Background: an optimization exercise with open tools, aiming at small area and a short achievable clock period. Do not read the settings as production practice.
At most, simulation tests tie the RTL to the original design; equivalence was not proved.
Power is estimated from default activity; no workload was simulated.

==> flow/design.v (excerpt) <==
module sensor_min_max_avg_tracker #(
   parameter int QUEUE_DEPTH = smmat_pkg::QUEUE_DEPTH
) (
   input  logic                                 clock,
   input  logic                                 reset,
   input  logic                                 req_push,
   output logic                                 req_full,
   input  logic                                 req_func,
   input  logic signed [7:0]                    req_temp_sample,
   input  logic [15:0]                          req_visible_sample,
   input  logic [15:0]                          req_infrared_sample,
   output logic                                 rsp_empty,
   input  logic                                 rsp_pop,
   output logic [1:0]                           rsp_channel,
   output logic signed [smmat_pkg::VALUE_W-1:0] rsp_current,
   output logic signed [smmat_pkg::VALUE_W-1:0] rsp_average,
   output logic signed [smmat_pkg::VALUE_W-1:0] rsp_maximum,
   output logic signed [smmat_pkg::STAMP_W-1:0] rsp_max_time,
   output logic signed [smmat_pkg::VALUE_W-1:0] rsp_minimum,
   output logic signed [smmat_pkg::STAMP_W-1:0] rsp_min_time,
   output logic                                 rsp_last,
   input  logic                                 csr_valid,
   output logic                                 csr_ready,
   input  logic [1:0]                           csr_index,
   input  logic [smmat_pkg::PERIOD_W-1:0]       csr_data
);
Size: about 3500 cells after synthesis, roughly 1000 flip-flops, roughly 45000 um2 of cells after synthesis.
==> flow/config.mk <==
export PLATFORM = sky130hd
export DESIGN_NAME = sensor_min_max_avg_tracker
export DESIGN_NICKNAME = sensor_min_max_avg_tracker
export VERILOG_FILES = /design/flow/design.v
export SDC_FILE = /design/flow/constraint.sdc
export NUM_CORES = 4
export LEC_CHECK = 0
export CAP_MARGIN = 20
export CORE_MARGIN = 2
export CORE_UTILIZATION = 60
export SETUP_SLACK_MARGIN = 3.5
export SLEW_MARGIN = 20
==> flow/constraint.sdc <==
create_clock -name core_clock -period 6.5 [get_ports {clock}]
set_input_delay 1.3000 -clock core_clock [delete_from_list [all_inputs] [get_ports {clock}]]
set_output_delay 1.3000 -clock core_clock [all_outputs]
set_load 0.01 [all_outputs]
standard.sh (not shown) runs the stock make flow with config.mk's settings and CLKGATE_MAP_FILE= SYNTH_SCRIPT=/design/flow/synth_recipe.tcl, a recipe that flattens the netlist after the stock synthesis.
==> flow/flow/run.sh <==
#!/bin/bash
# The standard layout, with plain buf_1 cells as the port buffers (the default choice is
# clkdlybuf4s50_1, a slow delay cell of more than twice the area). Every port still gets
# its own buffer; timing repair resizes the ones on critical paths.
set -euo pipefail
export BUFFER_PORTS_ARGS="-buffer_cell sky130_fd_sc_hd__buf_1"
bash standard.sh > standard.log 2>&1
Next try:
==> flow/run.sh (new file) <==
#!/bin/bash
# synth_recipe.tcl (not shown) runs the flow's synth.tcl, then flattens the netlist and writes it again
# the make line also repeats each setting of config.mk as NAME=value (left out here)
make -C /OpenROAD-flow-scripts/flow DESIGN_CONFIG=/design/flow/config.mk WORK_HOME=/design/flow/orfs CLKGATE_MAP_FILE= SYNTH_SCRIPT=/design/flow/synth_recipe.tcl finish
removed: flow/flow/run.sh
removed: flow/standard.sh
=> Die area is unchanged. Cell count stays flat. Final area went up slightly. Total power goes up slightly. Count of clock-buffer cells in the layout came out lower by 4. First-iteration DRC count goes down slightly.
Function was not checked in any run of this note: the RTL went through the layout flow alone.

* * *

Setup of the previous run:
sensor_min_max_avg_tracker, a different RTL version from the one above (not shown whole).
Size in the first run: about 3400 cells after synthesis, ~1000 flip-flops, ~200 I/O pins, roughly 44000 um2 of cells after synthesis.
==> flow/config.mk <==
export PLATFORM = sky130hd
export DESIGN_NAME = sensor_min_max_avg_tracker
export DESIGN_NICKNAME = sensor_min_max_avg_tracker
export VERILOG_FILES = /design/flow/design.v
export SDC_FILE = /design/flow/constraint.sdc
export NUM_CORES = 4
export LEC_CHECK = 0
export CAP_MARGIN = 20
export CORE_MARGIN = 2
export CORE_UTILIZATION = 60
export SETUP_SLACK_MARGIN = 3.2
export SLEW_MARGIN = 20
==> flow/constraint.sdc <==
create_clock -name core_clock -period 6.5 [get_ports {clock}]
set_input_delay 1.3000 -clock core_clock [delete_from_list [all_inputs] [get_ports {clock}]]
set_output_delay 1.3000 -clock core_clock [all_outputs]
set_load 0.01 [all_outputs]
==> flow/flow/run.sh <==
#!/bin/bash
# The standard layout, with plain buf_1 cells as the port buffers (the default choice is
# clkdlybuf4s50_1, a slow delay cell of more than twice the area). Every port still gets
# its own buffer; timing repair resizes the ones on critical paths.
set -euo pipefail
export BUFFER_PORTS_ARGS="-buffer_cell sky130_fd_sc_hd__buf_1"
bash standard.sh > standard.log 2>&1
The following lists how the current run was set up differently from the previous run:
Settings: changing SETUP_SLACK_MARGIN from 3.2 to 3.8.
Notes after the runs:
- Portion of total power attributed to combinational logic ended up 4.5 points higher on the current run than on the previous run.
- The current run did not stop at any stage, and its layout met the timing, DRC and antenna checks.
- Going from the previous run to the current run, cell total after placement barely changed; final non-filler cell area climbed 11%.

* * *

Setup of job 6573:
sensor_min_max_avg_tracker again, from the RTL that the note above started with.
Design sensor_min_max_avg_tracker, start of the top module:
module sensor_min_max_avg_tracker #(
   parameter int QUEUE_DEPTH = smmat_pkg::QUEUE_DEPTH
) (
   input  logic                                 clock,
   input  logic                                 reset,
   input  logic                                 req_push,
   output logic                                 req_full,
   input  logic                                 req_func,
   input  logic signed [7:0]                    req_temp_sample,
   input  logic [15:0]                          req_visible_sample,
   input  logic [15:0]                          req_infrared_sample,
   output logic                                 rsp_empty,
   input  logic                                 rsp_pop,
   output logic [1:0]                           rsp_channel,
   output logic signed [smmat_pkg::VALUE_W-1:0] rsp_current,
   output logic signed [smmat_pkg::VALUE_W-1:0] rsp_average,
   output logic signed [smmat_pkg::VALUE_W-1:0] rsp_maximum,
   output logic signed [smmat_pkg::STAMP_W-1:0] rsp_max_time,
   output logic signed [smmat_pkg::VALUE_W-1:0] rsp_minimum,
   output logic signed [smmat_pkg::STAMP_W-1:0] rsp_min_time,
   output logic                                 rsp_last,
   input  logic                                 csr_valid,
   output logic                                 csr_ready,
   input  logic [1:0]                           csr_index,
   input  logic [smmat_pkg::PERIOD_W-1:0]       csr_data
);
  ...
Settings: LEC_CHECK=0, CAP_MARGIN=20, CORE_MARGIN=2, CORE_UTILIZATION=60, SETUP_SLACK_MARGIN=3.5, SLEW_MARGIN=20; clock period 6.5 ns.
run.sh (not shown) runs the stock make flow with config.mk's settings and CLKGATE_MAP_FILE= SYNTH_SCRIPT=/design/flow/synth_recipe.tcl, a recipe that flattens the netlist after the stock synthesis.
Stock flow here: none of the scripts above is used.
## Diff of input files: job 3743 against job 6573
Settings: CORE_UTILIZATION: 60 -> 65.
==> flow/flow/run.sh (new file) <==
#!/bin/bash
# The standard layout, with plain buf_1 cells as the port buffers (the default choice is
# clkdlybuf4s50_1, a slow delay cell of more than twice the area). Every port still gets
# its own buffer; timing repair resizes the ones on critical paths.
set -euo pipefail
export BUFFER_PORTS_ARGS="-buffer_cell sky130_fd_sc_hd__buf_1"
bash standard.sh > standard.log 2>&1
==> flow/standard.sh (new file) <==
#!/bin/bash
# synth_recipe.tcl (not shown) runs the flow's synth.tcl, then flattens the netlist and writes it again
# the make line also repeats each setting of config.mk as NAME=value (left out here)
make -C /OpenROAD-flow-scripts/flow DESIGN_CONFIG=/design/flow/config.mk WORK_HOME=/design/flow/orfs CLKGATE_MAP_FILE= SYNTH_SCRIPT=/design/flow/synth_recipe.tcl "${@:-finish}"
removed: flow/run.sh
--- outcome ---
Job 3743 had finished all stages when the layout checks came back failing, citing antenna violations.
Job 6573 did not stop at any stage, and its layout met the timing, DRC and antenna checks.
In the final reports, the cell area of job 3743 is smaller than that of job 6573.
Detailed route wirelength on metal2: job 6573 vs job 3743 — no meaningful difference
Job 3743 vs. job 6573: core utilization went up by 3.7 points.
On worst setup slack, job 3743 does worse than job 6573.
Between job 3743 and job 6573, the met3 routed wirelength is lower for job 6573.
Critical path depth: job 3743 and job 6573 compared, lower one is job 6573
Job 3743 reports its start point of the critical path as u_queue.entry_ff[44] while job 6573 reports sample_period_ff[4].
The inputs of job 6447 differ from those of job 3743 as listed below.
Settings: CORE_UTILIZATION now 60, was 65.
Results
- Looking at job 6447 and job 3743, the clock skew is a wash.
- Job 6447 completed every stage of the flow, and the final layout passed the timing, DRC and antenna checks.
- Number of cells in the design after placement (higher): job 6447
- Compared job 6447 vs job 3743, and share of the cycle needed by the critical path after routing is down in job 6447.
- Relative to job 3743, worst-case register-to-register setup slack increased by 0.06 ns in job 6447.
- Compared with job 3743, wire length in job 6447 decreased by a few percent.
- The final setup slack of the worst path number comes out lower for job 3743 vs job 6447.
- Status: power density over cell area parity (job 3743, job 6447)
- Die area sits higher in job 6447 than in job 3743.

* * *

sensor_min_max_avg_tracker, a different RTL version from the one above (not shown whole).
Size: about 1000 flip-flops, ~0.045 mm² of cells after synthesis.
clock: 6.5 ns
lec_check: 0
cap_margin: 20
core_margin: 2
core_utilization: 70
setup_slack_margin: 3.5
slew_margin: 20
Stock flow here: none of the scripts above is used.
Next try:
--- a/flow/config.mk
+++ b/flow/config.mk
@@ -8,5 +8,5 @@
 export CAP_MARGIN = 20
 export CORE_MARGIN = 2
-export CORE_UTILIZATION = 70
+export CORE_UTILIZATION = 60
 export SETUP_SLACK_MARGIN = 3.5
 export SLEW_MARGIN = 20
Result: Cell area went up by 1.1%; clock-buffer cell count fell by 13; die area rose by 16%; critical path depth is higher by 1; non-clock buffer count went up by 12.
No functional check of the RTL was part of any run of this note.

* * *

v6:
Another version of the RTL of sensor_min_max_avg_tracker (not shown whole).
Size: about 3500 cells after synthesis, ~46000 um^2 of cells after synthesis.
// sensor_min_max_avg_tracker
module sensor_min_max_avg_tracker #(
   parameter int QUEUE_DEPTH = smmat_pkg::QUEUE_DEPTH
) (
   input  logic                                 clock,
   input  logic                                 reset,
   input  logic                                 req_push,
   output logic                                 req_full,
   input  logic                                 req_func,
   input  logic signed [7:0]                    req_temp_sample,
   input  logic [15:0]                          req_visible_sample,
   input  logic [15:0]                          req_infrared_sample,
   output logic                                 rsp_empty,
   input  logic                                 rsp_pop,
   output logic [1:0]                           rsp_channel,
   output logic signed [smmat_pkg::VALUE_W-1:0] rsp_current,
   output logic signed [smmat_pkg::VALUE_W-1:0] rsp_average,
   output logic signed [smmat_pkg::VALUE_W-1:0] rsp_maximum,
   output logic signed [smmat_pkg::STAMP_W-1:0] rsp_max_time,
   output logic signed [smmat_pkg::VALUE_W-1:0] rsp_minimum,
   output logic signed [smmat_pkg::STAMP_W-1:0] rsp_min_time,
   output logic                                 rsp_last,
   input  logic                                 csr_valid,
   output logic                                 csr_ready,
   input  logic [1:0]                           csr_index,
   input  logic [smmat_pkg::PERIOD_W-1:0]       csr_data
);
Settings: LEC_CHECK=0, CAP_MARGIN=20, CORE_MARGIN=2, CORE_UTILIZATION=60, SETUP_SLACK_MARGIN=4.0, SLEW_MARGIN=20; clock period 6.5 ns.
v6 | stages: all done | timing, DRC, antenna: all pass
diff inputs: v6 => v7
- swapping 4.0 for 3.5 in SETUP_SLACK_MARGIN
### Flow results
Per the final summary, v7 finished and its layout is clean on timing, DRC and antenna.
Of v6 and v7, v7 shows the lower data arrival time of the critical path, with v6 above it.
Going from v6 to v7, the number of buffer and inverter instances along the worst setup path was found to have gone down by 3.
Routed wire length improves in v7 relative to v6.
Compared with v6, v7 shows number of buffers inserted during clock tree synthesis that has gone down slightly.
Re worst-case setup slack after placement: v7 is 110 ps down on v6.
Compared with v6, v7 shows a higher routability congestion estimate.
A slowest library cell on the worst path of sky130_fd_sc_hd__ha_2 is what v7 shows, while sky130_fd_sc_hd__edfxtp_1 belongs to v6.
Register-to-register path setup slack delta for v7 relative to v6: 150 ps higher

==> re-timing with driven ports <==
The flow's constraints put no driver on any port. The routed layouts listed below were extracted and timed again, unchanged, in two steps. Step 1, drivers: a clkbuf_16 drives clock and a buf_2 each remaining input, both assumed. Step 2 also shifts input and output timing later by t, the mid clock arrival at the registers, as if the neighbouring blocks saw the same clock. a / b / c = ideal ports / drivers / drivers and shift; a / b = the first two.
| run | t, ns | setup WS [ns] | worst setup path at the end | worst register clock-pin slew, ns | worst slew at a driven data input, ns |
|---|---|---|---|---|---|
| the first run of note 1 | 0.727 | 3.456 / 3.456 / 3.456 | register to register | 0.07 / 0.07 | 0.05 |
| the second run of note 1 | 0.724 | 3.401 / 3.401 / 3.111 | input to register | 0.06 / 0.06 | 0.06 |
| the previous run | 0.726 | 2.938 / 2.976 / 2.250 | input to register | 0.06 / 0.06 | 0.06 |
| the current run | 0.730 | 3.534 / 3.534 / 3.070 | input to register | 0.07 / 0.07 | 0.09 |
| job 6573 | 0.722 | 3.520 / 3.464 / 2.844 | input to register | 0.07 / 0.07 | 0.07 |
| job 3743 | 0.716 | 3.497 / 3.497 / 2.876 | input to register | 0.07 / 0.07 | 0.07 |
| job 6447 | 0.721 | 3.560 / 3.515 / 3.058 | input to register | 0.07 / 0.07 | 0.08 |
| the first run of note 4 | 0.720 | 3.381 / 3.381 / 2.861 | input to register | 0.07 / 0.07 | 0.08 |
| the second run of note 4 | 0.728 | 3.409 / 3.409 / 2.954 | input to register | 0.06 / 0.06 | 0.07 |
| v6 | 0.732 | 3.334 / 3.334 / 3.334 | register to register | 0.07 / 0.07 | 0.07 |
| v7 | 0.726 | 3.479 / 3.466 / 2.904 | input to register | 0.07 / 0.07 | 0.09 |
The setup slack of the previous run, which loses most, moves by +0.038 ns with the drivers and by -0.688 ns with both steps.
